From an optimization exercise on the open Yosys and OpenROAD flow, aimed at small area; shortcuts taken in it are not production practice. No run shown here included a check of the RTL's function; only the layout flow was run. Power and IR drop assume default switching activity.

===== design/flow/design.v =====
`timescale 1ns/1ns
module mac_stage1 (
  input  logic [35:0] kernel,
  input  logic [35:0] samples,
  output logic [14:0] part_n
);
  logic pp0_00;
  logic pp0_01;
  logic pp0_02;
  logic pp0_03;
  logic pp0_10;
  logic pp0_11;
  logic pp0_12;
  logic pp0_13;
  logic pp0_20;
  logic pp0_21;
  logic pp0_22;
  logic pp0_23;
  logic pp0_30;
  logic pp0_31;
  logic pp0_32;
  logic pp0_33;
  logic pp1_00;
  logic pp1_01;
  logic pp1_02;
  logic pp1_03;
  logic pp1_10;
  logic pp1_11;
  logic pp1_12;
  logic pp1_13;
  logic pp1_20;
  logic pp1_21;
  logic pp1_22;
  logic pp1_23;
  logic pp1_30;
  logic pp1_31;
  logic pp1_32;
  logic pp1_33;
  logic pp2_00;
  logic pp2_01;
  logic pp2_02;
  logic pp2_03;
  logic pp2_10;
  logic pp2_11;
  logic pp2_12;
  logic pp2_13;
  logic pp2_20;
  logic pp2_21;
  logic pp2_22;
  logic pp2_23;
  logic pp2_30;
  logic pp2_31;
  logic pp2_32;
  logic pp2_33;
  logic pp3_00;
  logic pp3_01;
  logic pp3_02;
  logic pp3_03;
  logic pp3_10;
  logic pp3_11;
  logic pp3_12;
  logic pp3_13;
  logic pp3_20;
  logic pp3_21;
  logic pp3_22;
  logic pp3_23;
  logic pp3_30;
  logic pp3_31;
  logic pp3_32;
  logic pp3_33;
  logic pp4_00;
  logic pp4_01;
  logic pp4_02;
  logic pp4_03;
  logic pp4_10;
  logic pp4_11;
  logic pp4_12;
  logic pp4_13;
  logic pp4_20;
  logic pp4_21;
  logic pp4_22;
  logic pp4_23;
  logic pp4_30;
  logic pp4_31;
  logic pp4_32;
  logic pp4_33;
  logic pp5_00;
  logic pp5_01;
  logic pp5_02;
  logic pp5_03;
  logic pp5_10;
  logic pp5_11;
  logic pp5_12;
  logic pp5_13;
  logic pp5_20;
  logic pp5_21;
  logic pp5_22;
  logic pp5_23;
  logic pp5_30;
  logic pp5_31;
  logic pp5_32;
  logic pp5_33;
  logic pp6_00;
  logic pp6_01;
  logic pp6_02;
  logic pp6_03;
  logic pp6_10;
  logic pp6_11;
  logic pp6_12;
  logic pp6_13;
  logic pp6_20;
  logic pp6_21;
  logic pp6_22;
  logic pp6_23;
  logic pp6_30;
  logic pp6_31;
  logic pp6_32;
  logic pp6_33;
  logic pp7_00;
  logic pp7_01;
  logic pp7_02;
  logic pp7_03;
  logic pp7_10;
  logic pp7_11;
  logic pp7_12;
  logic pp7_13;
  logic pp7_20;
  logic pp7_21;
  logic pp7_22;
  logic pp7_23;
  logic pp7_30;
  logic pp7_31;
  logic pp7_32;
  logic pp7_33;
  logic pp8_00;
  logic pp8_01;
  logic pp8_02;
  logic pp8_03;
  logic pp8_10;
  logic pp8_11;
  logic pp8_12;
  logic pp8_13;
  logic pp8_20;
  logic pp8_21;
  logic pp8_22;
  logic pp8_23;
  logic pp8_30;
  logic pp8_31;
  logic pp8_32;
  logic pp8_33;
  logic fs0;
  logic fc0;
  logic fs1;
  logic fc1;
  logic fs2;
  logic fc2;
  logic fs3;
  logic fc3;
  logic fs4;
  logic fc4;
  logic fs5;
  logic fc5;
  logic fs6;
  logic fc6;
  logic fs7;
  logic fc7;
  logic fs8;
  logic fc8;
  logic fs9;
  logic fc9;
  logic fs10;
  logic fc10;
  logic fs11;
  logic fc11;
  logic fs12;
  logic fc12;
  logic fs13;
  logic fc13;
  logic hs14;
  logic hc14;
  logic fs15;
  logic fc15;
  logic fs16;
  logic fc16;
  logic fs17;
  logic fc17;
  logic fs18;
  logic fc18;
  logic fs19;
  logic fc19;
  logic fs20;
  logic fc20;
  logic fs21;
  logic fc21;
  logic fs22;
  logic fc22;
  logic fs23;
  logic fc23;
  logic fs24;
  logic fc24;
  logic fs25;
  logic fc25;
  logic fs26;
  logic fc26;
  logic fs27;
  logic fc27;
  logic fs28;
  logic fc28;
  logic fs29;
  logic fc29;
  logic fs30;
  logic fc30;
  logic fs31;
  logic fc31;
  logic fs32;
  logic fc32;
  logic hs33;
  logic hc33;
  logic fs34;
  logic fc34;
  logic fs35;
  logic fc35;
  logic fs36;
  logic fc36;
  logic fs37;
  logic fc37;
  logic fs38;
  logic fc38;
  logic fs39;
  logic fc39;
  logic fs40;
  logic fc40;
  logic fs41;
  logic fc41;
  logic fs42;
  logic fc42;
  logic fs43;
  logic fc43;
  logic fs44;
  logic fc44;
  logic fs45;
  logic fc45;
  logic fs46;
  logic fc46;
  logic fs47;
  logic fc47;
  logic fs48;
  logic fc48;
  logic fs49;
  logic fc49;
  logic fs50;
  logic fc50;
  logic fs51;
  logic fc51;
  logic fs52;
  logic fc52;
  logic fs53;
  logic fc53;
  logic fs54;
  logic fc54;
  logic fs55;
  logic fc55;
  logic fs56;
  logic fc56;
  logic fs57;
  logic fc57;
  logic fs58;
  logic fc58;
  logic fs59;
  logic fc59;
  logic fs60;
  logic fc60;
  logic fs61;
  logic fc61;
  logic fs62;
  logic fc62;
  logic fs63;
  logic fc63;
  logic fs64;
  logic fc64;
  logic fs65;
  logic fc65;
  logic fs66;
  logic fc66;
  logic fs67;
  logic fc67;
  logic fs68;
  logic fc68;
  logic fs69;
  logic fc69;
  logic fs70;
  logic fc70;
  logic fs71;
  logic fc71;
  logic fs72;
  logic fc72;
  logic fs73;
  logic fc73;
  logic fs74;
  logic fc74;
  logic fs75;
  logic fc75;
  logic fs76;
  logic fc76;
  logic fs77;
  logic fc77;
  logic fs78;
  logic fc78;
  logic fs79;
  logic fc79;
  logic fs80;
  logic fc80;
  logic fs81;
  logic fc81;
  logic fs82;
  logic fc82;
  logic fs83;
  logic fc83;
  logic fs84;
  logic fc84;
  logic fs85;
  logic fc85;
  logic fs86;
  logic fc86;
  logic hs87;
  logic hc87;
  logic fs88;
  logic fc88;
  logic fs89;
  logic fc89;
  logic fs90;
  logic fc90;
  logic fs91;
  logic fc91;
  logic fs92;
  logic fc92;
  logic fs93;
  logic fc93;
  logic fs94;
  logic fc94;
  logic fs95;
  logic fc95;
  logic fs96;
  logic fc96;
  logic fs97;
  logic fc97;
  logic fs98;
  logic fc98;
  logic fs99;
  logic fc99;
  logic fs100;
  logic fc100;
  logic fs101;
  logic fc101;
  logic fs102;
  logic fc102;
  logic fs103;
  logic fc103;
  logic fs104;
  logic fc104;
  logic fs105;
  logic fc105;
  logic fs106;
  logic fc106;
  logic fs107;
  logic fc107;
  logic fs108;
  logic fc108;
  logic fs109;
  logic fc109;
  logic fs110;
  logic fc110;
  logic fs111;
  logic fc111;
  logic fs112;
  logic fc112;
  logic fs113;
  logic fc113;
  logic fs114;
  logic fc114;
  logic fs115;
  logic fc115;
  logic fs116;
  logic fc116;
  logic fs117;
  logic fc117;
  logic fs118;
  logic fc118;
  logic fs119;
  logic fc119;
  logic fs120;
  logic fc120;
  logic fs121;
  logic fc121;
  logic fs122;
  logic fc122;
  logic fs123;
  logic fc123;
  logic fs124;
  logic fc124;
  logic fs125;
  logic fc125;
  logic fs126;
  logic fc126;
  logic fs127;
  logic fc127;
  logic fs128;
  logic fc128;
  logic fs129;
  logic fc129;
  logic fs130;
  logic fc130;
  logic fs131;
  logic fc131;
  assign pp0_00 = ~(kernel[0] & samples[0]);
  assign pp0_01 = ~(kernel[0] & samples[1]);
  assign pp0_02 = ~(kernel[0] & samples[2]);
  assign pp0_03 = ~(kernel[0] & samples[3]);
  assign pp0_10 = ~(kernel[1] & samples[0]);
  assign pp0_11 = ~(kernel[1] & samples[1]);
  assign pp0_12 = ~(kernel[1] & samples[2]);
  assign pp0_13 = ~(kernel[1] & samples[3]);
  assign pp0_20 = ~(kernel[2] & samples[0]);
  assign pp0_21 = ~(kernel[2] & samples[1]);
  assign pp0_22 = ~(kernel[2] & samples[2]);
  assign pp0_23 = ~(kernel[2] & samples[3]);
  assign pp0_30 = ~(kernel[3] & samples[0]);
  assign pp0_31 = ~(kernel[3] & samples[1]);
  assign pp0_32 = ~(kernel[3] & samples[2]);
  assign pp0_33 = ~(kernel[3] & samples[3]);
  assign pp1_00 = ~(kernel[4] & samples[4]);
  assign pp1_01 = ~(kernel[4] & samples[5]);
  assign pp1_02 = ~(kernel[4] & samples[6]);
  assign pp1_03 = ~(kernel[4] & samples[7]);
  assign pp1_10 = ~(kernel[5] & samples[4]);
  assign pp1_11 = ~(kernel[5] & samples[5]);
  assign pp1_12 = ~(kernel[5] & samples[6]);
  assign pp1_13 = ~(kernel[5] & samples[7]);
  assign pp1_20 = ~(kernel[6] & samples[4]);
  assign pp1_21 = ~(kernel[6] & samples[5]);
  assign pp1_22 = ~(kernel[6] & samples[6]);
  assign pp1_23 = ~(kernel[6] & samples[7]);
  assign pp1_30 = ~(kernel[7] & samples[4]);
  assign pp1_31 = ~(kernel[7] & samples[5]);
  assign pp1_32 = ~(kernel[7] & samples[6]);
  assign pp1_33 = ~(kernel[7] & samples[7]);
  assign pp2_00 = ~(kernel[8] & samples[8]);
  assign pp2_01 = ~(kernel[8] & samples[9]);
  assign pp2_02 = ~(kernel[8] & samples[10]);
  assign pp2_03 = ~(kernel[8] & samples[11]);
  assign pp2_10 = ~(kernel[9] & samples[8]);
  assign pp2_11 = ~(kernel[9] & samples[9]);
  assign pp2_12 = ~(kernel[9] & samples[10]);
  assign pp2_13 = ~(kernel[9] & samples[11]);
  assign pp2_20 = ~(kernel[10] & samples[8]);
  assign pp2_21 = ~(kernel[10] & samples[9]);
  assign pp2_22 = ~(kernel[10] & samples[10]);
  assign pp2_23 = ~(kernel[10] & samples[11]);
  assign pp2_30 = ~(kernel[11] & samples[8]);
  assign pp2_31 = ~(kernel[11] & samples[9]);
  assign pp2_32 = ~(kernel[11] & samples[10]);
  assign pp2_33 = ~(kernel[11] & samples[11]);
  assign pp3_00 = ~(kernel[12] & samples[12]);
  assign pp3_01 = ~(kernel[12] & samples[13]);
  assign pp3_02 = ~(kernel[12] & samples[14]);
  assign pp3_03 = ~(kernel[12] & samples[15]);
  assign pp3_10 = ~(kernel[13] & samples[12]);
  assign pp3_11 = ~(kernel[13] & samples[13]);
  assign pp3_12 = ~(kernel[13] & samples[14]);
  assign pp3_13 = ~(kernel[13] & samples[15]);
  assign pp3_20 = ~(kernel[14] & samples[12]);
  assign pp3_21 = ~(kernel[14] & samples[13]);
  assign pp3_22 = ~(kernel[14] & samples[14]);
  assign pp3_23 = ~(kernel[14] & samples[15]);
  assign pp3_30 = ~(kernel[15] & samples[12]);
  assign pp3_31 = ~(kernel[15] & samples[13]);
  assign pp3_32 = ~(kernel[15] & samples[14]);
  assign pp3_33 = ~(kernel[15] & samples[15]);
  assign pp4_00 = ~(kernel[16] & samples[16]);
  assign pp4_01 = ~(kernel[16] & samples[17]);
  assign pp4_02 = ~(kernel[16] & samples[18]);
  assign pp4_03 = ~(kernel[16] & samples[19]);
  assign pp4_10 = ~(kernel[17] & samples[16]);
  assign pp4_11 = ~(kernel[17] & samples[17]);
  assign pp4_12 = ~(kernel[17] & samples[18]);
  assign pp4_13 = ~(kernel[17] & samples[19]);
  assign pp4_20 = ~(kernel[18] & samples[16]);
  assign pp4_21 = ~(kernel[18] & samples[17]);
  assign pp4_22 = ~(kernel[18] & samples[18]);
  assign pp4_23 = ~(kernel[18] & samples[19]);
  assign pp4_30 = ~(kernel[19] & samples[16]);
  assign pp4_31 = ~(kernel[19] & samples[17]);
  assign pp4_32 = ~(kernel[19] & samples[18]);
  assign pp4_33 = ~(kernel[19] & samples[19]);
  assign pp5_00 = ~(kernel[20] & samples[20]);
  assign pp5_01 = ~(kernel[20] & samples[21]);
  assign pp5_02 = ~(kernel[20] & samples[22]);
  assign pp5_03 = ~(kernel[20] & samples[23]);
  assign pp5_10 = ~(kernel[21] & samples[20]);
  assign pp5_11 = ~(kernel[21] & samples[21]);
  assign pp5_12 = ~(kernel[21] & samples[22]);
  assign pp5_13 = ~(kernel[21] & samples[23]);
  assign pp5_20 = ~(kernel[22] & samples[20]);
  assign pp5_21 = ~(kernel[22] & samples[21]);
  assign pp5_22 = ~(kernel[22] & samples[22]);
  assign pp5_23 = ~(kernel[22] & samples[23]);
  assign pp5_30 = ~(kernel[23] & samples[20]);
  assign pp5_31 = ~(kernel[23] & samples[21]);
  assign pp5_32 = ~(kernel[23] & samples[22]);
  assign pp5_33 = ~(kernel[23] & samples[23]);
  assign pp6_00 = ~(kernel[24] & samples[24]);
  assign pp6_01 = ~(kernel[24] & samples[25]);
  assign pp6_02 = ~(kernel[24] & samples[26]);
  assign pp6_03 = ~(kernel[24] & samples[27]);
  assign pp6_10 = ~(kernel[25] & samples[24]);
  assign pp6_11 = ~(kernel[25] & samples[25]);
  assign pp6_12 = ~(kernel[25] & samples[26]);
  assign pp6_13 = ~(kernel[25] & samples[27]);
  assign pp6_20 = ~(kernel[26] & samples[24]);
  assign pp6_21 = ~(kernel[26] & samples[25]);
  assign pp6_22 = ~(kernel[26] & samples[26]);
  assign pp6_23 = ~(kernel[26] & samples[27]);
  assign pp6_30 = ~(kernel[27] & samples[24]);
  assign pp6_31 = ~(kernel[27] & samples[25]);
  assign pp6_32 = ~(kernel[27] & samples[26]);
  assign pp6_33 = ~(kernel[27] & samples[27]);
  assign pp7_00 = ~(kernel[28] & samples[28]);
  assign pp7_01 = ~(kernel[28] & samples[29]);
  assign pp7_02 = ~(kernel[28] & samples[30]);
  assign pp7_03 = ~(kernel[28] & samples[31]);
  assign pp7_10 = ~(kernel[29] & samples[28]);
  assign pp7_11 = ~(kernel[29] & samples[29]);
  assign pp7_12 = ~(kernel[29] & samples[30]);
  assign pp7_13 = ~(kernel[29] & samples[31]);
  assign pp7_20 = ~(kernel[30] & samples[28]);
  assign pp7_21 = ~(kernel[30] & samples[29]);
  assign pp7_22 = ~(kernel[30] & samples[30]);
  assign pp7_23 = ~(kernel[30] & samples[31]);
  assign pp7_30 = ~(kernel[31] & samples[28]);
  assign pp7_31 = ~(kernel[31] & samples[29]);
  assign pp7_32 = ~(kernel[31] & samples[30]);
  assign pp7_33 = ~(kernel[31] & samples[31]);
  assign pp8_00 = ~(kernel[32] & samples[32]);
  assign pp8_01 = ~(kernel[32] & samples[33]);
  assign pp8_02 = ~(kernel[32] & samples[34]);
  assign pp8_03 = ~(kernel[32] & samples[35]);
  assign pp8_10 = ~(kernel[33] & samples[32]);
  assign pp8_11 = ~(kernel[33] & samples[33]);
  assign pp8_12 = ~(kernel[33] & samples[34]);
  assign pp8_13 = ~(kernel[33] & samples[35]);
  assign pp8_20 = ~(kernel[34] & samples[32]);
  assign pp8_21 = ~(kernel[34] & samples[33]);
  assign pp8_22 = ~(kernel[34] & samples[34]);
  assign pp8_23 = ~(kernel[34] & samples[35]);
  assign pp8_30 = ~(kernel[35] & samples[32]);
  assign pp8_31 = ~(kernel[35] & samples[33]);
  assign pp8_32 = ~(kernel[35] & samples[34]);
  assign pp8_33 = ~(kernel[35] & samples[35]);
  conv_fa u_fa0 (.a(pp0_00), .b(pp1_00), .c(pp2_00), .s(fs0), .co(fc0));
  conv_fa u_fa1 (.a(pp3_00), .b(pp4_00), .c(pp5_00), .s(fs1), .co(fc1));
  conv_fa u_fa2 (.a(pp6_00), .b(pp7_00), .c(pp8_00), .s(fs2), .co(fc2));
  conv_fa u_fa3 (.a(fs0), .b(fs1), .c(fs2), .s(fs3), .co(fc3));
  conv_fa u_fa4 (.a(pp0_01), .b(pp0_10), .c(pp1_01), .s(fs4), .co(fc4));
  conv_fa u_fa5 (.a(pp1_10), .b(pp2_01), .c(pp2_10), .s(fs5), .co(fc5));
  conv_fa u_fa6 (.a(pp3_01), .b(pp3_10), .c(pp4_01), .s(fs6), .co(fc6));
  conv_fa u_fa7 (.a(pp4_10), .b(pp5_01), .c(pp5_10), .s(fs7), .co(fc7));
  conv_fa u_fa8 (.a(pp6_01), .b(pp6_10), .c(pp7_01), .s(fs8), .co(fc8));
  conv_fa u_fa9 (.a(pp7_10), .b(pp8_01), .c(pp8_10), .s(fs9), .co(fc9));
  conv_fa u_fa10 (.a(fc0), .b(fc1), .c(fc2), .s(fs10), .co(fc10));
  conv_fa u_fa11 (.a(fs4), .b(fs5), .c(fs6), .s(fs11), .co(fc11));
  conv_fa u_fa12 (.a(fs7), .b(fs8), .c(fs9), .s(fs12), .co(fc12));
  conv_fa u_fa13 (.a(fc3), .b(fs10), .c(fs11), .s(fs13), .co(fc13));
  conv_hai u_ha14 (.a_n(fs12), .b_n(fs13), .s_n(hs14), .co_n(hc14));
  conv_fa u_fa15 (.a(pp0_02), .b(pp0_11), .c(pp0_20), .s(fs15), .co(fc15));
  conv_fa u_fa16 (.a(pp1_02), .b(pp1_11), .c(pp1_20), .s(fs16), .co(fc16));
  conv_fa u_fa17 (.a(pp2_02), .b(pp2_11), .c(pp2_20), .s(fs17), .co(fc17));
  conv_fa u_fa18 (.a(pp3_02), .b(pp3_11), .c(pp3_20), .s(fs18), .co(fc18));
  conv_fa u_fa19 (.a(pp4_02), .b(pp4_11), .c(pp4_20), .s(fs19), .co(fc19));
  conv_fa u_fa20 (.a(pp5_02), .b(pp5_11), .c(pp5_20), .s(fs20), .co(fc20));
  conv_fa u_fa21 (.a(pp6_02), .b(pp6_11), .c(pp6_20), .s(fs21), .co(fc21));
  conv_fa u_fa22 (.a(pp7_02), .b(pp7_11), .c(pp7_20), .s(fs22), .co(fc22));
  conv_fa u_fa23 (.a(pp8_02), .b(pp8_11), .c(pp8_20), .s(fs23), .co(fc23));
  conv_fa u_fa24 (.a(fc4), .b(fc5), .c(fc6), .s(fs24), .co(fc24));
  conv_fa u_fa25 (.a(fc7), .b(fc8), .c(fc9), .s(fs25), .co(fc25));
  conv_fa u_fa26 (.a(fs15), .b(fs16), .c(fs17), .s(fs26), .co(fc26));
  conv_fa u_fa27 (.a(fs18), .b(fs19), .c(fs20), .s(fs27), .co(fc27));
  conv_fa u_fa28 (.a(fs21), .b(fs22), .c(fs23), .s(fs28), .co(fc28));
  conv_fa u_fa29 (.a(fc10), .b(fc11), .c(fc12), .s(fs29), .co(fc29));
  conv_fa u_fa30 (.a(fs24), .b(fs25), .c(fs26), .s(fs30), .co(fc30));
  conv_fa u_fa31 (.a(fs27), .b(fs28), .c(fc13), .s(fs31), .co(fc31));
  conv_fa u_fa32 (.a(fs29), .b(fs30), .c(hc14), .s(fs32), .co(fc32));
  conv_hai u_ha33 (.a_n(fs31), .b_n(fs32), .s_n(hs33), .co_n(hc33));
  conv_fa u_fa34 (.a(pp0_03), .b(pp0_12), .c(pp0_21), .s(fs34), .co(fc34));
  conv_fa u_fa35 (.a(pp0_30), .b(pp1_03), .c(pp1_12), .s(fs35), .co(fc35));
  conv_fa u_fa36 (.a(pp1_21), .b(pp1_30), .c(pp2_03), .s(fs36), .co(fc36));
  conv_fa u_fa37 (.a(pp2_12), .b(pp2_21), .c(pp2_30), .s(fs37), .co(fc37));
  conv_fa u_fa38 (.a(pp3_03), .b(pp3_12), .c(pp3_21), .s(fs38), .co(fc38));
  conv_fa u_fa39 (.a(pp3_30), .b(pp4_03), .c(pp4_12), .s(fs39), .co(fc39));
  conv_fa u_fa40 (.a(pp4_21), .b(pp4_30), .c(pp5_03), .s(fs40), .co(fc40));
  conv_fa u_fa41 (.a(pp5_12), .b(pp5_21), .c(pp5_30), .s(fs41), .co(fc41));
  conv_fa u_fa42 (.a(pp6_03), .b(pp6_12), .c(pp6_21), .s(fs42), .co(fc42));
  conv_fa u_fa43 (.a(pp6_30), .b(pp7_03), .c(pp7_12), .s(fs43), .co(fc43));
  conv_fa u_fa44 (.a(pp7_21), .b(pp7_30), .c(pp8_03), .s(fs44), .co(fc44));
  conv_fa u_fa45 (.a(pp8_12), .b(pp8_21), .c(pp8_30), .s(fs45), .co(fc45));
  conv_fa u_fa46 (.a(fc15), .b(fc16), .c(fc17), .s(fs46), .co(fc46));
  conv_fa u_fa47 (.a(fc18), .b(fc19), .c(fc20), .s(fs47), .co(fc47));
  conv_fa u_fa48 (.a(fc21), .b(fc22), .c(fc23), .s(fs48), .co(fc48));
  conv_fa u_fa49 (.a(fs34), .b(fs35), .c(fs36), .s(fs49), .co(fc49));
  conv_fa u_fa50 (.a(fs37), .b(fs38), .c(fs39), .s(fs50), .co(fc50));
  conv_fa u_fa51 (.a(fs40), .b(fs41), .c(fs42), .s(fs51), .co(fc51));
  conv_fa u_fa52 (.a(fs43), .b(fs44), .c(fs45), .s(fs52), .co(fc52));
  conv_fa u_fa53 (.a(fc24), .b(fc25), .c(fc26), .s(fs53), .co(fc53));
  conv_fa u_fa54 (.a(fc27), .b(fc28), .c(fs46), .s(fs54), .co(fc54));
  conv_fa u_fa55 (.a(fs47), .b(fs48), .c(fs49), .s(fs55), .co(fc55));
  conv_fa u_fa56 (.a(fs50), .b(fs51), .c(fs52), .s(fs56), .co(fc56));
  conv_fa u_fa57 (.a(fc29), .b(fc30), .c(fs53), .s(fs57), .co(fc57));
  conv_fa u_fa58 (.a(fs54), .b(fs55), .c(fs56), .s(fs58), .co(fc58));
  conv_fa u_fa59 (.a(fc31), .b(fs57), .c(fs58), .s(fs59), .co(fc59));
  conv_fa u_fa60 (.a(fc32), .b(fs59), .c(hc33), .s(fs60), .co(fc60));
  conv_fa u_fa61 (.a(pp0_13), .b(pp0_22), .c(pp0_31), .s(fs61), .co(fc61));
  conv_fa u_fa62 (.a(pp1_13), .b(pp1_22), .c(pp1_31), .s(fs62), .co(fc62));
  conv_fa u_fa63 (.a(pp2_13), .b(pp2_22), .c(pp2_31), .s(fs63), .co(fc63));
  conv_fa u_fa64 (.a(pp3_13), .b(pp3_22), .c(pp3_31), .s(fs64), .co(fc64));
  conv_fa u_fa65 (.a(pp4_13), .b(pp4_22), .c(pp4_31), .s(fs65), .co(fc65));
  conv_fa u_fa66 (.a(pp5_13), .b(pp5_22), .c(pp5_31), .s(fs66), .co(fc66));
  conv_fa u_fa67 (.a(pp6_13), .b(pp6_22), .c(pp6_31), .s(fs67), .co(fc67));
  conv_fa u_fa68 (.a(pp7_13), .b(pp7_22), .c(pp7_31), .s(fs68), .co(fc68));
  conv_fa u_fa69 (.a(pp8_13), .b(pp8_22), .c(pp8_31), .s(fs69), .co(fc69));
  conv_fa u_fa70 (.a(fc34), .b(fc35), .c(fc36), .s(fs70), .co(fc70));
  conv_fa u_fa71 (.a(fc37), .b(fc38), .c(fc39), .s(fs71), .co(fc71));
  conv_fa u_fa72 (.a(fc40), .b(fc41), .c(fc42), .s(fs72), .co(fc72));
  conv_fa u_fa73 (.a(fc43), .b(fc44), .c(fc45), .s(fs73), .co(fc73));
  conv_fa u_fa74 (.a(fs61), .b(fs62), .c(fs63), .s(fs74), .co(fc74));
  conv_fa u_fa75 (.a(fs64), .b(fs65), .c(fs66), .s(fs75), .co(fc75));
  conv_fa u_fa76 (.a(fs67), .b(fs68), .c(fs69), .s(fs76), .co(fc76));
  conv_fa u_fa77 (.a(fc46), .b(fc47), .c(fc48), .s(fs77), .co(fc77));
  conv_fa u_fa78 (.a(fc49), .b(fc50), .c(fc51), .s(fs78), .co(fc78));
  conv_fa u_fa79 (.a(fc52), .b(fs70), .c(fs71), .s(fs79), .co(fc79));
  conv_fa u_fa80 (.a(fs72), .b(fs73), .c(fs74), .s(fs80), .co(fc80));
  conv_fa u_fa81 (.a(fs75), .b(fs76), .c(fc53), .s(fs81), .co(fc81));
  conv_fa u_fa82 (.a(fc54), .b(fs77), .c(fc55), .s(fs82), .co(fc82));
  conv_fa u_fa83 (.a(fc56), .b(fs78), .c(fs79), .s(fs83), .co(fc83));
  conv_fa u_fa84 (.a(fs80), .b(fc57), .c(fs81), .s(fs84), .co(fc84));
  conv_fa u_fa85 (.a(fc58), .b(fs82), .c(fs83), .s(fs85), .co(fc85));
  conv_fa u_fa86 (.a(fs84), .b(fc59), .c(fs85), .s(fs86), .co(fc86));
  conv_hai u_ha87 (.a_n(fc60), .b_n(fs86), .s_n(hs87), .co_n(hc87));
  conv_fa u_fa88 (.a(pp0_23), .b(pp0_32), .c(pp1_23), .s(fs88), .co(fc88));
  conv_fa u_fa89 (.a(pp1_32), .b(pp2_23), .c(pp2_32), .s(fs89), .co(fc89));
  conv_fa u_fa90 (.a(pp3_23), .b(pp3_32), .c(pp4_23), .s(fs90), .co(fc90));
  conv_fa u_fa91 (.a(pp4_32), .b(pp5_23), .c(pp5_32), .s(fs91), .co(fc91));
  conv_fa u_fa92 (.a(pp6_23), .b(pp6_32), .c(pp7_23), .s(fs92), .co(fc92));
  conv_fa u_fa93 (.a(pp7_32), .b(pp8_23), .c(pp8_32), .s(fs93), .co(fc93));
  conv_fa u_fa94 (.a(fc61), .b(fc62), .c(fc63), .s(fs94), .co(fc94));
  conv_fa u_fa95 (.a(fc64), .b(fc65), .c(fc66), .s(fs95), .co(fc95));
  conv_fa u_fa96 (.a(fc67), .b(fc68), .c(fc69), .s(fs96), .co(fc96));
  conv_fa u_fa97 (.a(fs88), .b(fs89), .c(fs90), .s(fs97), .co(fc97));
  conv_fa u_fa98 (.a(fs91), .b(fs92), .c(fs93), .s(fs98), .co(fc98));
  conv_fa u_fa99 (.a(fc70), .b(fc71), .c(fc72), .s(fs99), .co(fc99));
  conv_fa u_fa100 (.a(fc73), .b(fc74), .c(fc75), .s(fs100), .co(fc100));
  conv_fa u_fa101 (.a(fc76), .b(fs94), .c(fs95), .s(fs101), .co(fc101));
  conv_fa u_fa102 (.a(fs96), .b(fs97), .c(fs98), .s(fs102), .co(fc102));
  conv_fa u_fa103 (.a(fc77), .b(fc78), .c(fc79), .s(fs103), .co(fc103));
  conv_fa u_fa104 (.a(fs99), .b(fc80), .c(fs100), .s(fs104), .co(fc104));
  conv_fa u_fa105 (.a(fs101), .b(fs102), .c(fc81), .s(fs105), .co(fc105));
  conv_fa u_fa106 (.a(fc82), .b(fc83), .c(fs103), .s(fs106), .co(fc106));
  conv_fa u_fa107 (.a(fs104), .b(fc84), .c(fs105), .s(fs107), .co(fc107));
  conv_fa u_fa108 (.a(fc85), .b(fs106), .c(fs107), .s(fs108), .co(fc108));
  conv_fa u_fa109 (.a(fc86), .b(hc87), .c(fs108), .s(fs109), .co(fc109));
  conv_fa u_fa110 (.a(pp0_33), .b(pp1_33), .c(pp2_33), .s(fs110), .co(fc110));
  conv_fa u_fa111 (.a(pp3_33), .b(pp4_33), .c(pp5_33), .s(fs111), .co(fc111));
  conv_fa u_fa112 (.a(pp6_33), .b(pp7_33), .c(pp8_33), .s(fs112), .co(fc112));
  conv_fa u_fa113 (.a(fc88), .b(fc89), .c(fc90), .s(fs113), .co(fc113));
  conv_fa u_fa114 (.a(fc91), .b(fc92), .c(fc93), .s(fs114), .co(fc114));
  conv_fa u_fa115 (.a(fs110), .b(fs111), .c(fs112), .s(fs115), .co(fc115));
  conv_fa u_fa116 (.a(fc94), .b(fc95), .c(fc96), .s(fs116), .co(fc116));
  conv_fa u_fa117 (.a(fc97), .b(fc98), .c(fs113), .s(fs117), .co(fc117));
  conv_fa u_fa118 (.a(fs114), .b(fs115), .c(fc99), .s(fs118), .co(fc118));
  conv_fa u_fa119 (.a(fc100), .b(fc101), .c(fs116), .s(fs119), .co(fc119));
  conv_fa u_fa120 (.a(fc102), .b(fs117), .c(fc103), .s(fs120), .co(fc120));
  conv_fa u_fa121 (.a(fs118), .b(fc104), .c(fs119), .s(fs121), .co(fc121));
  conv_fa u_fa122 (.a(fc105), .b(fc106), .c(fs120), .s(fs122), .co(fc122));
  conv_fa u_fa123 (.a(fs121), .b(fc107), .c(fs122), .s(fs123), .co(fc123));
  conv_fa u_fa124 (.a(fc110), .b(fc111), .c(fc112), .s(fs124), .co(fc124));
  conv_fa u_fa125 (.a(fc113), .b(fc114), .c(fc115), .s(fs125), .co(fc125));
  conv_fa u_fa126 (.a(fs124), .b(fc116), .c(fc117), .s(fs126), .co(fc126));
  conv_fa u_fa127 (.a(fs125), .b(fc118), .c(fc119), .s(fs127), .co(fc127));
  conv_fa u_fa128 (.a(fs126), .b(fc120), .c(fc121), .s(fs128), .co(fc128));
  conv_fa u_fa129 (.a(fs127), .b(fc122), .c(fs128), .s(fs129), .co(fc129));
  conv_fa u_fa130 (.a(fc124), .b(fc125), .c(fc126), .s(fs130), .co(fc130));
  conv_fa u_fa131 (.a(fc127), .b(fs130), .c(fc128), .s(fs131), .co(fc131));
  assign part_n = {fc131, fc130, fs131, fc129, fs129, fc123, fc109, fs123, fc108, fs109, hs87, fs60, hs33, hs14, fs3};
endmodule
module mac_stage2 (
  input  logic [14:0] part_n,
  output logic [10:0] sum_n
);
  logic fs132;
  logic fc132;
  logic fs133;
  logic fc133;
  logic fs134;
  logic fc134;
  logic fs135;
  logic fc135;
  conv_fa u_fa132 (.a(part_n[6]), .b(part_n[7]), .c(part_n[8]), .s(fs132), .co(fc132));
  conv_fa u_fa133 (.a(part_n[10]), .b(part_n[9]), .c(fc132), .s(fs133), .co(fc133));
  conv_fa u_fa134 (.a(part_n[11]), .b(part_n[12]), .c(fc133), .s(fs134), .co(fc134));
  conv_fa u_fa135 (.a(part_n[13]), .b(part_n[14]), .c(fc134), .s(fs135), .co(fc135));
  assign sum_n = {fc135, fs135, fs134, fs133, fs132, part_n[5], part_n[4], part_n[3], part_n[2], part_n[1], part_n[0]};
endmodule
module conv_fa (
  input  logic a,
  input  logic b,
  input  logic c,
  output logic s,
  output logic co
);
  assign s = a ^ b ^ c;
  assign co = (a & b) | (a & c) | (b & c);
endmodule
module conv_hai (
  input  logic a_n,
  input  logic b_n,
  output logic s_n,
  output logic co_n
);
  assign s_n = ~(a_n ^ b_n);
  assign co_n = a_n | b_n;
endmodule
`timescale 1ns/1ns
module conv_aoi22 (
  input  logic a0,
  input  logic s0,
  input  logic a1,
  input  logic s1,
  output logic y
);
  assign y = ~((a0 & s0) | (a1 & s1));
endmodule
`timescale 1ns/1ns
module ahb_convolver (
  input  logic       tb_clk,
  input  logic       reset,
  input  logic       hsel,
  input  logic [4-1:0]  haddr,
  input  logic [1:0] htrans,
  input  logic       hwrite,
  input  logic [16-1:0]  hwdata,
  output logic [16-1:0]  hrdata,
  output logic       hresp
);
  logic        accept;
  logic        addr_error;
  logic        pop;
  logic [11:0] read_mux;
  logic [11:0] rdata_q;
  logic [2:0]  wr_sel;
  logic [35:0] coeff_stage;
  logic [11:0] sample_stage;
  logic        load_coeff;
  logic        load_sample;
  logic        busy;
  logic        empty;
  logic        overflow;
  assign accept = hsel && htrans[1];
  always_comb begin
    case (haddr)
      4'd0, 4'd2: addr_error = hwrite;
      4'd4, 4'd6, 4'd8, 4'd10, 4'd12: addr_error = 1'b0;
      default: addr_error = 1'b1;
    endcase
  end
  assign pop = accept && !hwrite && (haddr == 4'd2);
  logic        rd_status;
  logic        rd_result;
  logic [15:0] rd_entry;
  logic [3:0]  rd_stage;
  logic [11:0] rd_terms;
  logic [11:0] status_terms;
  logic [7:0][10:0] entry_pair_n;
  logic [1:0][11:0] stage_pair_n;
  assign rd_status = (haddr[3:1] == 3'd0);
  assign rd_result = (haddr[3:1] == 3'd1) && !empty;
  always_comb begin
    for (int i = 0; i < 16; i++) rd_entry[i] = rd_result && (rd_ptr[3:0] == 4'(i));
    for (int i = 0; i < 4; i++) rd_stage[i] = (haddr[3:1] == 3'(i + 2));
  end
  for (genvar p = 0; p < 8; p++) begin : g_entry_pair
    for (genvar b = 0; b < 11; b++) begin : g_bit
      conv_aoi22 u_aoi (
        .a0 (mem[2*p][b]),   .s0 (rd_entry[2*p]),
        .a1 (mem[2*p+1][b]), .s1 (rd_entry[2*p+1]),
        .y  (entry_pair_n[p][b])
      );
    end
  end
  for (genvar b = 0; b < 12; b++) begin : g_stage_bit
    conv_aoi22 u_aoi_s (
      .a0 (sample_stage[b]),   .s0 (rd_stage[0]),
      .a1 (coeff_stage[b]),    .s1 (rd_stage[1]),
      .y  (stage_pair_n[0][b])
    );
    conv_aoi22 u_aoi_c (
      .a0 (coeff_stage[12+b]), .s0 (rd_stage[2]),
      .a1 (coeff_stage[24+b]), .s1 (rd_stage[3]),
      .y  (stage_pair_n[1][b])
    );
  end
  assign status_terms = {9'd0, overflow, !empty, busy} & {12{rd_status}};
  always_comb begin
    for (int b = 0; b < 12; b++) begin
      rd_terms[b] = !stage_pair_n[0][b] || !stage_pair_n[1][b] || status_terms[b];
    end
    for (int b = 0; b < 11; b++) begin
      for (int p = 0; p < 8; p++) rd_terms[b] = rd_terms[b] || !entry_pair_n[p][b];
    end
  end
  assign read_mux = rd_terms;
  always_ff @(posedge tb_clk) begin
    if (reset) begin
      hresp <= 1'b0;
      rdata_q <= '0;
      wr_sel <= '0;
    end else begin
      hresp <= accept && addr_error;
      rdata_q <= (accept && !hwrite && !addr_error) ? read_mux : '0;
      wr_sel <= (accept && hwrite && !addr_error) ? haddr[3:1] : 3'd0;
    end
  end
  assign hrdata = {4'd0, rdata_q};
  logic [11:0] stage_data;
  assign stage_data = hwdata[11:0] & {12{!reset}};
  always_ff @(posedge tb_clk) begin
    if (reset || wr_sel == 3'd2) sample_stage <= stage_data;
    if (reset || wr_sel == 3'd3) coeff_stage[11:0] <= stage_data;
    if (reset || wr_sel == 3'd4) coeff_stage[23:12] <= stage_data;
    if (reset || wr_sel == 3'd5) coeff_stage[35:24] <= stage_data;
  end
  always_ff @(posedge tb_clk) begin
    if (reset) begin
      load_coeff <= 1'b0;
      load_sample <= 1'b0;
    end else begin
      load_coeff <= (wr_sel == 3'd6) && hwdata[0];
      load_sample <= (wr_sel == 3'd6) && hwdata[1] && !hwdata[0];
    end
  end
  logic [35:0] kernel;
  logic        kernel_clear;
  logic [23:0] window;
  logic [1:0]  fill_q;
  always_ff @(posedge tb_clk) begin
    if (reset) begin
      kernel_clear <= 1'b1;
    end else if (load_coeff) begin
      kernel_clear <= 1'b0;
    end
  end
  always_ff @(posedge tb_clk) begin
    if (load_coeff) kernel <= coeff_stage;
  end
  always_ff @(posedge tb_clk) begin
    if (load_sample) window <= {sample_stage, window[23:12]};
  end
  logic [14:0] part_n;
  logic [14:0] part_q;
  logic [10:0] sum_n;
  logic [10:0] res_q [1:2];
  logic [2:0]  vld_q;
  logic        push;
  mac_stage1 i_mac_stage1 (
    .kernel  (kernel),
    .samples ({sample_stage, window}),
    .part_n  (part_n)
  );
  mac_stage2 i_mac_stage2 (
    .part_n  (part_q),
    .sum_n   (sum_n)
  );
  always_ff @(posedge tb_clk) begin
    part_q <= part_n;
    res_q[1] <= ~sum_n & {11{!kernel_clear}};
    res_q[2] <= res_q[1];
  end
  always_ff @(posedge tb_clk) begin
    if (reset) begin
      fill_q <= '0;
      vld_q <= '0;
    end else begin
      if (load_sample && !fill_q[1]) fill_q <= fill_q + 2'd1;
      vld_q <= {vld_q[1:0], load_sample && fill_q[1]};
    end
  end
  assign push = vld_q[2];
  assign busy = (|vld_q) || load_coeff || load_sample;
  logic [15:0][10:0] mem;
  logic [4:0]  wr_ptr;
  logic [4:0]  rd_ptr;
  logic        full;
  assign empty = (wr_ptr == rd_ptr);
  assign full = (wr_ptr == {~rd_ptr[4], rd_ptr[3:0]});
  always_ff @(posedge tb_clk) begin
    for (int i = 0; i < 16; i++) begin
      if (push && !full && wr_ptr[3:0] == 4'(i)) mem[i] <= res_q[2];
    end
  end
  always_ff @(posedge tb_clk) begin
    if (reset) begin
      wr_ptr <= '0;
      rd_ptr <= '0;
      overflow <= 1'b0;
    end else begin
      if (push && !full) wr_ptr <= wr_ptr + 5'd1;
      if (pop && !empty) rd_ptr <= rd_ptr + 5'd1;
      if (push && full) overflow <= 1'b1;
    end
  end
endmodule

===== design/flow/flow/run.sh =====
#!/bin/bash
set -euo pipefail
export BUFFER_PORTS_ARGS="-buffer_cell sky130_fd_sc_hd__buf_1"
export RECOVER_POWER=100
export CTS_ARGS="-sink_clustering_enable -repair_clock_nets -dont_use_dummy_load -buf_list sky130_fd_sc_hd__clkbuf_8 -sink_clustering_size 16 -sink_clustering_max_diameter 100"
bash standard.sh > standard.log 2>&1

===== design/flow/standard.sh =====
#!/bin/bash
# synth_recipe.tcl (not shown) runs the flow's synth.tcl, then flattens the netlist and writes it again
# the make line also repeats each setting of config.mk as NAME=value (left out here)
make -C /OpenROAD-flow-scripts/flow DESIGN_CONFIG=/design/flow/config.mk WORK_HOME=/design/flow/orfs CLKGATE_MAP_FILE= SYNTH_SCRIPT=/design/flow/synth_recipe.tcl "${@:-finish}"

===== design/flow/config.mk =====
export PLATFORM = sky130hd
export DESIGN_NAME = ahb_convolver
export DESIGN_NICKNAME = ahb_convolver
export VERILOG_FILES = /design/flow/design.v
export SDC_FILE = /design/flow/constraint.sdc
export NUM_CORES = 4
export LEC_CHECK = 0
export CAP_MARGIN = 0
export CORE_MARGIN = 2
export CORE_UTILIZATION = 65
export SLEW_MARGIN = 0
export SYNTH_HIERARCHICAL = 1

===== design/flow/constraint.sdc =====
create_clock -name core_clock -period 6.0 [get_ports {tb_clk}]
set_input_delay 1.2000 -clock core_clock [delete_from_list [all_inputs] [get_ports {tb_clk}]]
set_output_delay 1.2000 -clock core_clock [all_outputs]
set_load 0.01 [all_outputs]

==> impl_metrics.py, run 1 <==
metrics = {
    "timing": {
        "worstMarginPinSlew_ns": 1.85,
        "setup_total_negative_slack_ns": 0,
        "max_freq_mhz": 211,
        "grt_setup_unrepaired": "no",
        "final_period_minus_worst_setup_slack_ns": 4.73,
        "timing.final.hold_violations": 0,
        "setup_violation_total_in_the_final_timing_report": 0,
        "maxSlewViolCount": 122,
        "worst_slew_margin_rel": -0.230,
        "period_share": 0.789,
        "timing.final.ws_setup_ns": 1.27,
        "finalHoldWorstSlack_ns": 0.320,
        "finClkSkew_ns": 0.0820,
    },
    "floorplan": {
        "chipHeight_um": 162,
        "design.die.area_mm2": 0.0263,
        "placeableCoreArea_mm2": 0.0245,
        "floorplan.rows": 57,
        "floorplan.initialDensity": 0.666,
        "io_count": 43,
        "die_x_um": 162,
    },
    "setup_path": {
        "max_stage_delay_ns": 0.64,
        "crit_fanout": 6,
        "critical_path.endpoint_type": "flip-flop",
        "cells_along_the_critical_path": "nand2_1, fa_1, fa_1, fa_1, fa_1, fa_1, fa_1, inv_1, ha_1, inv_1, fa_1",
        "most_frequent_cell_on_the_critical_path": "sky130_fd_sc_hd__fa_1",
        "cpLargestDelayFamily": "adder cells",
        "critPathBufInv": 2,
        "setup.worst_path.start_class": "flip-flop",
        "timing.critical_path.slowest_stage_cell": "sky130_fd_sc_hd__fa_1",
        "critical_path_class": "reg -> reg",
        "critPathArrivalTime_ns": 5.12,
        "crit_required_ns": 6.39,
    },
    "synth": {
        "yosysSeqAreaShare": 0.612,
        "synth_seq_cells": 356,
        "netlist-cell-type-count": 45,
        "postSynthCellCount": 1019,
        "synthFlopType": "sky130_fd_sc_hd__edfxtp_1",
        "synth_edf_count": 284,
        "cell_area_after_synthesis_mm2": 0.0163,
        "synth.avg_cell_area_um2": 16.0,
        "synth-async-reset-ratio": 0,
        "yosys_warnings": 8,
    },
    "clock_tree": {
        "clkSlewWorstSetupHoldPaths_ns": 0.09,
        "post-cts-setup-buffer-count": 0,
        "hold_buffers": 0,
        "tritoncts.num_buffers": 26,
        "cts_max_level": 1,
        "tritoncts": "built",
        "numClockSinks": 356,
        "cts_root_buffer": "sky130_fd_sc_hd__clkbuf_8",
        "clkLatencyLatePin_ns": 0.60,
        "post_cts_resize_count": 0,
        "clock_path_buffers": 3,
    },
    "cells_and_area": {
        "post-route-cell-area_mm2": 0.0169,
        "multi_input_area_mm2": 0.00596,
        "layout-drive-gt1-share": 0.138,
        "final_util": 0.692,
        "num-fill-cells": 1694,
        "nNetsFinal": 1218,
        "flow.area_growth_from_synthesis_pct": 3.87,
        "antenna_cells": 0,
        "layout.area.seq_mm2": 0.00997,
    },
    "flow_run": {
        "cap_viol_max_count": 4,
    },
    "routing": {
        "drt-wirelength-per-cell_um": 26.2,
        "ant_nets": 0,
        "routed_wirelength_mm": 35.9,
        "maxUsedRoutingLayer": "met4",
        "routed_via_density": 6.31,
        "drt-pass1-iter-count": 5,
        "met1_length_mm": 15.5,
        "num_vias": 8638,
        "dr_wl_met3_mm": 3.22,
        "met2WireLength_mm": 16.3,
        "drc_violations_left": 0,
        "initialDrtViolationCount": 932,
    },
    "placement": {
        "post_dp_hpwl_mm": 25.8,
        "dpl_worst_slack_ns": 1.42,
        "port_buffers": 33,
        "placed_cell_area_mm2": 0.0166,
        "gp_congestion": 0.903,
    },
    "power": {
        "pd_cells_mw_per_mm2": 246,
        "irDropWorstVdd_v": 0.000195,
        "p_leak_uw": 0.00539,
    },
    "min_path": {
        "worstHoldPathType": "reg -> reg",
    },
    "global_routing": {
        "grt_overflow_total": 0,
        "grt_first_pass_wirelength_mm": 54.1,
        "number_of_antenna_violations_at_the_first_check_in_global_routing": 0,
        "pin_count_of_the_biggest_net_entering_global_routing": 39,
        "groute.usage.overall": 0.286,
        "vias_in_the_first_global_route": 8928,
    },
    "status": {
        "so_faults": "max-capacitance violations, max-slew violations",
        "status": "failed layout checks",
    },
}
==> state kept, by name (all words and copies together) (netlist names), 5 cells and up <==
name and count:
kernel 36, wr_ptr 5, rd_ptr 5, sample_stage 12
mem 176, res_q 22, coeff_stage 36, window 24
part_q 15, rdata_q 12
==> where the power goes <==
part	leakage, uW	internal [uW]	total (uW)	switching, uW
Clock	0.000187	388	1090	704
Combinational	0.00197	139	320	180
Sequential	0.00324	2710	2750	40.5
Total	0.00539	3230	4160	924
==> path summary, 6_finish.rpt <==
path	from	endpoint	slack, ns	cells past startpoint
worst min-delay path	res_q[1][3]	res_q[2][3]	0.32	0
worst max register to register	sample_stage[5]	part_q[5]	1.27	11
worst max-delay path	sample_stage[5]	part_q[5]	1.27	11
worst min register to register	res_q[1][3]	res_q[2][3]	0.32	0
==> synthesized netlist by cell type, types with 4 or more instances <==
master | number | area share
sky130_fd_sc_hd__edfxtp_1 | 284 | 0.52
sky130_fd_sc_hd__fa_1 | 133 | 0.16
sky130_fd_sc_hd__ha_1 | 11 | 0.0084
sky130_fd_sc_hd__xnor2_1 | 10 | 0.0054
sky130_fd_sc_hd__nor2_1 | 36 | 0.0083
sky130_fd_sc_hd__inv_1 | 19 | 0.0044
sky130_fd_sc_hd__nor3_1 | 12 | 0.0037
sky130_fd_sc_hd__buf_4 | 30 | 0.014
sky130_fd_sc_hd__a22oi_2 | 112 | 0.086
sky130_fd_sc_hd__buf_2 | 5 | 0.0015
sky130_fd_sc_hd__clkbuf_1 | 4 | 0.00092
sky130_fd_sc_hd__dfxtp_1 | 72 | 0.088
sky130_fd_sc_hd__nor3b_1 | 5 | 0.0023
sky130_fd_sc_hd__nand2_1 | 157 | 0.036
sky130_fd_sc_hd__nor2b_1 | 22 | 0.0084
sky130_fd_sc_hd__and3_1 | 34 | 0.013
sky130_fd_sc_hd__nand3_1 | 4 | 0.0012
sky130_fd_sc_hd__a21oi_1 | 6 | 0.0018
sky130_fd_sc_hd__nand4_1 | 23 | 0.0088
==> cell usage in the layout (no fill, tap or decap), types with 2 or more instances in the layout <==
cell type,n
sky130_fd_sc_hd__a21oi_1,8
sky130_fd_sc_hd__a22oi_2,112
sky130_fd_sc_hd__a31o_1,2
sky130_fd_sc_hd__and2_1,2
sky130_fd_sc_hd__and3_1,34
sky130_fd_sc_hd__and3b_1,3
sky130_fd_sc_hd__buf_1,32
sky130_fd_sc_hd__buf_4,2
sky130_fd_sc_hd__clkbuf_1,6
sky130_fd_sc_hd__clkbuf_8,26
sky130_fd_sc_hd__conb_1,4
sky130_fd_sc_hd__dfxtp_1,72
sky130_fd_sc_hd__edfxtp_1,284
sky130_fd_sc_hd__fa_1,133
sky130_fd_sc_hd__ha_1,11
sky130_fd_sc_hd__inv_1,19
sky130_fd_sc_hd__mux2i_1,2
sky130_fd_sc_hd__nand2_1,157
sky130_fd_sc_hd__nand2b_1,3
sky130_fd_sc_hd__nand3_1,4
sky130_fd_sc_hd__nand4_1,23
sky130_fd_sc_hd__nor2_1,36
sky130_fd_sc_hd__nor2b_1,22
sky130_fd_sc_hd__nor3_1,13
sky130_fd_sc_hd__nor3b_1,3
sky130_fd_sc_hd__nor3b_2,2
sky130_fd_sc_hd__o211ai_1,2
sky130_fd_sc_hd__o21ai_0,2
sky130_fd_sc_hd__o21bai_1,2
sky130_fd_sc_hd__xnor2_1,10
sky130_fd_sc_hd__xor2_1,3
==> modules after synthesis (local to each module, per instance) <==
module	flops+latches	cells	times used	cell area [um2]
conv_hai	0	5	3	27.5
conv_fa	0	1	133	20.0
mac_stage1	0	159	1	653
mac_stage2	0	11	1	82.6
ahb_convolver	356	589	1	11400
conv_aoi22	0	1	112	12.5
==> routing by layer <==
metal  GRT usage  vias up
li1            -     3730
met1       0.438     4466
met2       0.437      394
met3      0.0508       48
met4      0.0672        0
met5           0        -
==> area by class of cell <==
| class | instances | share of cell area |
|---|---|---|
| Sequential cell | 356 | 0.589 |
| Multi-Input combinational cell | 605 | 0.352 |
| Tap cell | 324 | 0.0240 |
| Clock buffer | 26 | 0.0211 |
| Timing Repair Buffer | 40 | 0.00932 |
| Inverter | 19 | 0.00421 |
==> per-stage QoR <==
stage,power (uW),std cells
after global placement,3110,1344
after floorplan,3180,1022
after global routing,4310,1370
final,4160,1370
after CTS,4180,1370
after detailed placement,3130,1344
==> kinds of logic (layout without fill, tap and decap cells) <==
group / Yosys count / in the layout / synth area share
AOI/OAI and AO/OA: 135 / 135 / 0.0965
xor gates and xnor gates: 13 / 13 / 0.00699
adders and majority gates: 144 / 144 / 0.172
buffers and inverters: 61 / 85 / 0.0218
DFF: 356 / 356 / 0.612
muxes: 3 / 3 / 0.00215
other: 1 / 4 / 0.000230
and+or+nand+nor: 306 / 306 / 0.0884
==> run 2, diff against run 1 <==
--- a/design/flow/design.v
+++ b/design/flow/design.v
@@ -4,3 +4,3 @@
   input  logic [35:0] samples,
-  output logic [14:0] part_n
+  output logic [12:0] part_n
 );
@@ -414,2 +414,6 @@
   logic fc131;
+  logic fs132;
+  logic fc132;
+  logic fs133;
+  logic fc133;
   assign pp0_00 = ~(kernel[0] & samples[0]);
@@ -682,20 +686,18 @@
   conv_fa u_fa123 (.a(fs121), .b(fc107), .c(fs122), .s(fs123), .co(fc123));
-  conv_fa u_fa124 (.a(fc110), .b(fc111), .c(fc112), .s(fs124), .co(fc124));
-  conv_fa u_fa125 (.a(fc113), .b(fc114), .c(fc115), .s(fs125), .co(fc125));
-  conv_fa u_fa126 (.a(fs124), .b(fc116), .c(fc117), .s(fs126), .co(fc126));
-  conv_fa u_fa127 (.a(fs125), .b(fc118), .c(fc119), .s(fs127), .co(fc127));
-  conv_fa u_fa128 (.a(fs126), .b(fc120), .c(fc121), .s(fs128), .co(fc128));
-  conv_fa u_fa129 (.a(fs127), .b(fc122), .c(fs128), .s(fs129), .co(fc129));
-  conv_fa u_fa130 (.a(fc124), .b(fc125), .c(fc126), .s(fs130), .co(fc130));
-  conv_fa u_fa131 (.a(fc127), .b(fs130), .c(fc128), .s(fs131), .co(fc131));
-  assign part_n = {fc131, fc130, fs131, fc129, fs129, fc123, fc109, fs123, fc108, fs109, hs87, fs60, hs33, hs14, fs3};
+  conv_fa u_fa124 (.a(fc108), .b(fs123), .c(fc109), .s(fs124), .co(fc124));
+  conv_fa u_fa125 (.a(fc110), .b(fc111), .c(fc112), .s(fs125), .co(fc125));
+  conv_fa u_fa126 (.a(fc113), .b(fc114), .c(fc115), .s(fs126), .co(fc126));
+  conv_fa u_fa127 (.a(fs125), .b(fc116), .c(fc117), .s(fs127), .co(fc127));
+  conv_fa u_fa128 (.a(fs126), .b(fc118), .c(fc119), .s(fs128), .co(fc128));
+  conv_fa u_fa129 (.a(fs127), .b(fc120), .c(fc121), .s(fs129), .co(fc129));
+  conv_fa u_fa130 (.a(fs128), .b(fc122), .c(fs129), .s(fs130), .co(fc130));
+  conv_fa u_fa131 (.a(fc123), .b(fs130), .c(fc124), .s(fs131), .co(fc131));
+  conv_fa u_fa132 (.a(fc125), .b(fc126), .c(fc127), .s(fs132), .co(fc132));
+  conv_fa u_fa133 (.a(fc128), .b(fs132), .c(fc129), .s(fs133), .co(fc133));
+  assign part_n = {fc133, fc132, fc131, fs133, fc130, fs131, fs124, fs109, hs87, fs60, hs33, hs14, fs3};
 endmodule
 module mac_stage2 (
-  input  logic [14:0] part_n,
+  input  logic [12:0] part_n,
   output logic [10:0] sum_n
 );
-  logic fs132;
-  logic fc132;
-  logic fs133;
-  logic fc133;
   logic fs134;
@@ -704,7 +706,5 @@
   logic fc135;
-  conv_fa u_fa132 (.a(part_n[6]), .b(part_n[7]), .c(part_n[8]), .s(fs132), .co(fc132));
-  conv_fa u_fa133 (.a(part_n[10]), .b(part_n[9]), .c(fc132), .s(fs133), .co(fc133));
-  conv_fa u_fa134 (.a(part_n[11]), .b(part_n[12]), .c(fc133), .s(fs134), .co(fc134));
-  conv_fa u_fa135 (.a(part_n[13]), .b(part_n[14]), .c(fc134), .s(fs135), .co(fc135));
-  assign sum_n = {fc135, fs135, fs134, fs133, fs132, part_n[5], part_n[4], part_n[3], part_n[2], part_n[1], part_n[0]};
+  conv_fa u_fa134 (.a(part_n[10]), .b(part_n[8]), .c(part_n[9]), .s(fs134), .co(fc134));
+  conv_fa u_fa135 (.a(part_n[11]), .b(part_n[12]), .c(fc134), .s(fs135), .co(fc135));
+  assign sum_n = {fc135, fs135, fs134, part_n[7], part_n[6], part_n[5], part_n[4], part_n[3], part_n[2], part_n[1], part_n[0]};
 endmodule
@@ -730,12 +730,2 @@
 `timescale 1ns/1ns
-module conv_aoi22 (
-  input  logic a0,
-  input  logic s0,
-  input  logic a1,
-  input  logic s1,
-  output logic y
-);
-  assign y = ~((a0 & s0) | (a1 & s1));
-endmodule
-`timescale 1ns/1ns
 module ahb_convolver (
@@ -764,2 +754,3 @@
   logic        overflow;
+  logic [10:0] rd_data;
   assign accept = hsel && htrans[1];
@@ -773,47 +764,13 @@
   assign pop = accept && !hwrite && (haddr == 4'd2);
-  logic        rd_status;
-  logic        rd_result;
-  logic [15:0] rd_entry;
-  logic [3:0]  rd_stage;
-  logic [11:0] rd_terms;
-  logic [11:0] status_terms;
-  logic [7:0][10:0] entry_pair_n;
-  logic [1:0][11:0] stage_pair_n;
-  assign rd_status = (haddr[3:1] == 3'd0);
-  assign rd_result = (haddr[3:1] == 3'd1) && !empty;
   always_comb begin
-    for (int i = 0; i < 16; i++) rd_entry[i] = rd_result && (rd_ptr[3:0] == 4'(i));
-    for (int i = 0; i < 4; i++) rd_stage[i] = (haddr[3:1] == 3'(i + 2));
-  end
-  for (genvar p = 0; p < 8; p++) begin : g_entry_pair
-    for (genvar b = 0; b < 11; b++) begin : g_bit
-      conv_aoi22 u_aoi (
-        .a0 (mem[2*p][b]),   .s0 (rd_entry[2*p]),
-        .a1 (mem[2*p+1][b]), .s1 (rd_entry[2*p+1]),
-        .y  (entry_pair_n[p][b])
-      );
-    end
-  end
-  for (genvar b = 0; b < 12; b++) begin : g_stage_bit
-    conv_aoi22 u_aoi_s (
-      .a0 (sample_stage[b]),   .s0 (rd_stage[0]),
-      .a1 (coeff_stage[b]),    .s1 (rd_stage[1]),
-      .y  (stage_pair_n[0][b])
-    );
-    conv_aoi22 u_aoi_c (
-      .a0 (coeff_stage[12+b]), .s0 (rd_stage[2]),
-      .a1 (coeff_stage[24+b]), .s1 (rd_stage[3]),
-      .y  (stage_pair_n[1][b])
-    );
-  end
-  assign status_terms = {9'd0, overflow, !empty, busy} & {12{rd_status}};
-  always_comb begin
-    for (int b = 0; b < 12; b++) begin
-      rd_terms[b] = !stage_pair_n[0][b] || !stage_pair_n[1][b] || status_terms[b];
-    end
-    for (int b = 0; b < 11; b++) begin
-      for (int p = 0; p < 8; p++) rd_terms[b] = rd_terms[b] || !entry_pair_n[p][b];
-    end
+    case (haddr[3:1])
+      3'd0: read_mux = {9'd0, overflow, !empty, busy};
+      3'd1: read_mux = {1'b0, rd_data};
+      3'd2: read_mux = sample_stage;
+      3'd3: read_mux = coeff_stage[11:0];
+      3'd4: read_mux = coeff_stage[23:12];
+      3'd5: read_mux = coeff_stage[35:24];
+      default: read_mux = '0;
+    endcase
   end
-  assign read_mux = rd_terms;
   always_ff @(posedge tb_clk) begin
@@ -864,4 +821,4 @@
   end
-  logic [14:0] part_n;
-  logic [14:0] part_q;
+  logic [12:0] part_n;
+  logic [12:0] part_q;
   logic [10:0] sum_n;
@@ -916,2 +873,8 @@
     end
+  end
+  always_comb begin
+    rd_data = '0;
+    for (int i = 0; i < 16; i++) begin
+      rd_data = rd_data | (mem[i] & {11{rd_ptr[3:0] == 4'(i) && !empty}});
+    end
   end
==> design/flow/flow/run.sh (replaced) <==
#!/bin/bash
set -euo pipefail
export BUFFER_PORTS_ARGS="-buffer_cell sky130_fd_sc_hd__buf_1"
export CTS_ARGS="-sink_clustering_enable -repair_clock_nets -dont_use_dummy_load -buf_list sky130_fd_sc_hd__clkbuf_8 -sink_clustering_size 16 -sink_clustering_max_diameter 100"
bash standard.sh > standard.log 2>&1
--- a/design/flow/config.mk
+++ b/design/flow/config.mk
@@ -7,6 +7,6 @@
 export LEC_CHECK = 0
-export CAP_MARGIN = 0
+export CAP_MARGIN = 20
 export CORE_MARGIN = 2
 export CORE_UTILIZATION = 65
-export SLEW_MARGIN = 0
+export SLEW_MARGIN = 20
 export SYNTH_HIERARCHICAL = 1
==> impl_metrics.py, run 2 <==
metrics = {
    "routing": {
        "initialDrtViolationCount": 1021,
        "met1_length_mm": 15.0,
        "num_vias": 8977,
        "ant_nets": 0,
        "routed_wirelength_mm": 35.2,
        "drt-pass1-iter-count": 7,
        "routed_via_density": 6.28,
        "met2WireLength_mm": 15.9,
        "drt-wirelength-per-cell_um": 24.6,
        "dr_wl_met3_mm": 3.60,
        "drc_violations_left": 0,
        "maxUsedRoutingLayer": "met4",
    },
    "synth": {
        "synth_seq_cells": 354,
        "synth_simple_gate_area_share": 0.0793,
        "yosys.area_share.adder": 0.173,
        "dominant_combinational_cell_family_by_area_after_synthesis": "adder cells",
        "postSynthCellCount": 1088,
        "netlist-cell-type-count": 59,
        "synth_most_common_cell": "sky130_fd_sc_hd__edfxtp_1",
        "synth_top_area_share": 0.528,
        "synthFlopType": "sky130_fd_sc_hd__edfxtp_1",
        "cell_area_after_synthesis_mm2": 0.0161,
        "yosysSeqAreaShare": 0.615,
        "synth_edf_count": 284,
        "synth.avg_cell_area_um2": 14.8,
        "post_synth_mux_area_share": 0.0143,
        "synth-async-reset-ratio": 0,
        "post_synth_main_area_contributors": "sky130_fd_sc_hd__edfxtp_1, sky130_fd_sc_hd__fa_1, sky130_fd_sc_hd__dfxtp_1",
        "yosys.area_share.xor_xnor": 0.0105,
        "compound_gate_fraction_of_synth_area": 0.0789,
        "synthDominantAreaCellType": "sky130_fd_sc_hd__edfxtp_1",
        "yosys_warnings": 8,
        "netlist_top_cells_count": "sky130_fd_sc_hd__edfxtp_1, sky130_fd_sc_hd__nand2_1, sky130_fd_sc_hd__fa_1",
    },
    "floorplan": {
        "io_count": 43,
        "die_x_um": 162,
        "chipHeight_um": 162,
        "placeableCoreArea_mm2": 0.0243,
        "floorplan.initialDensity": 0.664,
        "design.die.area_mm2": 0.0261,
        "floorplan.rows": 57,
    },
    "timing": {
        "setup_violation_total_in_the_final_timing_report": 0,
        "worstMarginPinSlew_ns": 1.06,
        "final_period_minus_worst_setup_slack_ns": 5.34,
        "timing.final.hold_violations": 0,
        "grt_setup_unrepaired": "no",
        "period_share": 0.890,
        "timing.final.ws_setup_ns": 0.662,
        "finalHoldWorstSlack_ns": 0.291,
        "finClkSkew_ns": 0.0751,
        "setup_total_negative_slack_ns": 0,
        "max_freq_mhz": 187,
        "maxSlewViolCount": 0,
        "worst_slew_margin_rel": 0.288,
    },
    "clock_tree": {
        "hold_buffers": 0,
        "tritoncts": "built",
        "tritoncts.num_buffers": 26,
        "clock_path_buffers": 3,
        "clkLatencyLatePin_ns": 0.59,
        "cts_max_level": 1,
        "post-cts-setup-buffer-count": 0,
        "numClockSinks": 354,
        "post_cts_resize_count": 0,
        "cts_root_buffer": "sky130_fd_sc_hd__clkbuf_8",
        "clkSlewWorstSetupHoldPaths_ns": 0.11,
    },
    "global_routing": {
        "groute.usage.overall": 0.278,
        "number_of_antenna_violations_at_the_first_check_in_global_routing": 1,
        "pin_count_of_the_biggest_net_entering_global_routing": 47,
        "grt_overflow_total": 0,
        "grt_first_pass_wirelength_mm": 53.0,
        "vias_in_the_first_global_route": 8961,
    },
    "placement": {
        "port_buffers": 33,
        "post_dp_hpwl_mm": 25.5,
        "dpl_worst_slack_ns": 0.668,
        "gp_congestion": 0.936,
    },
    "power": {
        "p_leak_uw": 0.00557,
        "irDropWorstVdd_v": 0.000200,
        "pd_cells_mw_per_mm2": 251,
    },
    "cells_and_area": {
        "mostFrequentLayoutCell": "sky130_fd_sc_hd__edfxtp_1",
        "number_of_flip_flops_under_the_largest_register_name": 176,
        "biggestRegsByFlops": "mem (176), coeff_stage (36), kernel (36)",
        "flow.area_growth_from_synthesis_pct": 4.49,
        "nNetsFinal": 1278,
        "final_util": 0.694,
        "layout-drive-gt1-share": 0.0633,
        "largest_register": "mem",
        "mostFrequentLayoutCells": "sky130_fd_sc_hd__edfxtp_1, sky130_fd_sc_hd__nand2_1, sky130_fd_sc_hd__fa_1",
        "antenna_cells": 0,
        "num-fill-cells": 1689,
    },
    "flow_run": {
        "cap_viol_max_count": 0,
    },
    "setup_path": {
        "setup.worst_path.start_class": "flip-flop",
        "crit_required_ns": 6.45,
        "critical_path_class": "reg -> reg",
        "critical_path.endpoint_type": "flip-flop",
        "worst_r2r_path_depth": 11,
        "critPathArrivalTime_ns": 5.79,
        "crit_fanout": 6,
    },
    "status": {
        "status": "no timing/DRC/antenna violations",
    },
    "min_path": {
        "worstHoldPathType": "reg -> reg",
        "hold-path-cell-count": 0,
    },
}
==> run 2: cell count changes after synthesis, sizes merged, moves of 10 or more <==
cell	change
a22oi	-73
o22ai	+32
nor2	+40
and3	-31
nand4	-21
mux2i	+21
clkbuf	+30
o21ai	+13
a222oi	+18
a22o	+10
==> run 2: kinds of logic (layout without fill, tap and decap cells) <==
family | after synthesis | count (layout)
flip-flops | 354 | 354
AND/OR/NAND/NOR | 299 | 299
AO/OA/AOI/OAI | 164 | 164
adder cells (fa/ha/maj) | 144 | 144
buffers and inverters | 90 | 105
multiplexers | 23 | 23
XOR/XNOR | 13 | 13
other | 1 | 4
==> run 2: Yosys stat by module, one instance, submodules excluded <==
module | cells inside | cell area [um2] | copies in the design | flops+latches
conv_fa | 1 | 20.0 | 133 | 0
mac_stage1 | 157 | 638 | 1 | 0
ahb_convolver | 772 | 12700 | 1 | 354
mac_stage2 | 11 | 82.6 | 1 | 0
conv_hai | 5 | 27.5 | 3 | 0
==> run 2: through the flow <==
stage	instance area, um2	total power [uW]	instances
6_report	16900	4230	1430
5_1_grt	16900	4410	1430
4_1_cts	16800	4270	1429
3_5_place_dp	16500	3230	1403
3_3_place_gp	16500	3200	1402
2_1_floorplan	16200	3290	1091
==> run 2: critical path: stages (launching register included) <==
cell	delay, ns
sky130_fd_sc_hd__edfxtp_1	0.56
sky130_fd_sc_hd__nand2_1	0.14
sky130_fd_sc_hd__fa_1	0.47
sky130_fd_sc_hd__fa_1	0.57
sky130_fd_sc_hd__fa_1	0.45
sky130_fd_sc_hd__fa_1	0.46
sky130_fd_sc_hd__fa_1	0.44
sky130_fd_sc_hd__fa_1	0.53
sky130_fd_sc_hd__fa_1	0.42
sky130_fd_sc_hd__fa_1	0.39
sky130_fd_sc_hd__fa_1	0.39
sky130_fd_sc_hd__fa_1	0.43
==> run 2: report_power, final <==
part / internal (uW) / total [uW] / switching (uW)
combinational: 189 / 427 / 238
sequential: 2690 / 2730 / 37.9
clock: 388 / 1080 / 690
==> run 2: routing by layer <==
metal / vias to the layer above / track usage
met5: - / 0
met1: 4609 / 0.421
met4: 0 / 0.0601
li1: 3905 / -
met2: 420 / 0.421
met3: 43 / 0.0681
==> run 2: worst paths after layout <==
path	from	endpoint	slack, ns
hold / removal	res_q[1][9]	res_q[2][9]	0.29
setup / recovery	sample_stage[1]	part_q[7]	0.66
hold reg to reg	res_q[1][9]	res_q[2][9]	0.29
setup reg to reg	sample_stage[1]	part_q[7]	0.66
==> run 2: cell type report <==
cell class | instances | area (um2) | share of cell area
clock buffers | 26 | 358 | 0.0212
inverters | 22 | 82.6 | 0.00490
multi-input cells | 647 | 5790 | 0.343
flip-flops and latches | 354 | 9930 | 0.589
well taps | 324 | 405 | 0.0240
repair buffers | 57 | 305 | 0.0181

==> what the ideal ports hide <==
In the flow no input, the clock included, has a driving cell. The finished layouts below were timed again as built, in two steps.
Step 1 assumes that a clkbuf_16 drives the clock port and a buf_2 every other input.
Step 2, shift: input delay + t, output delay - t, t = (earliest + latest rising clock arrival at the registers) / 2. This alone moves slack from input paths to output paths.
Three values: ideal ports, drivers, drivers and shift; two values: the first two.
run	shift t [ns]	slack for setup (ns)	clock arrival spread, ns	worst register clock-pin slew, ns	worst data-port slew with drivers (ns)
run 1	0.601	1.268 / 1.268 / 1.268	0.082 / 0.083	0.11 / 0.11	0.04
run 2	0.596	0.662 / 0.662 / 0.662	0.078 / 0.079	0.11 / 0.11	0.03
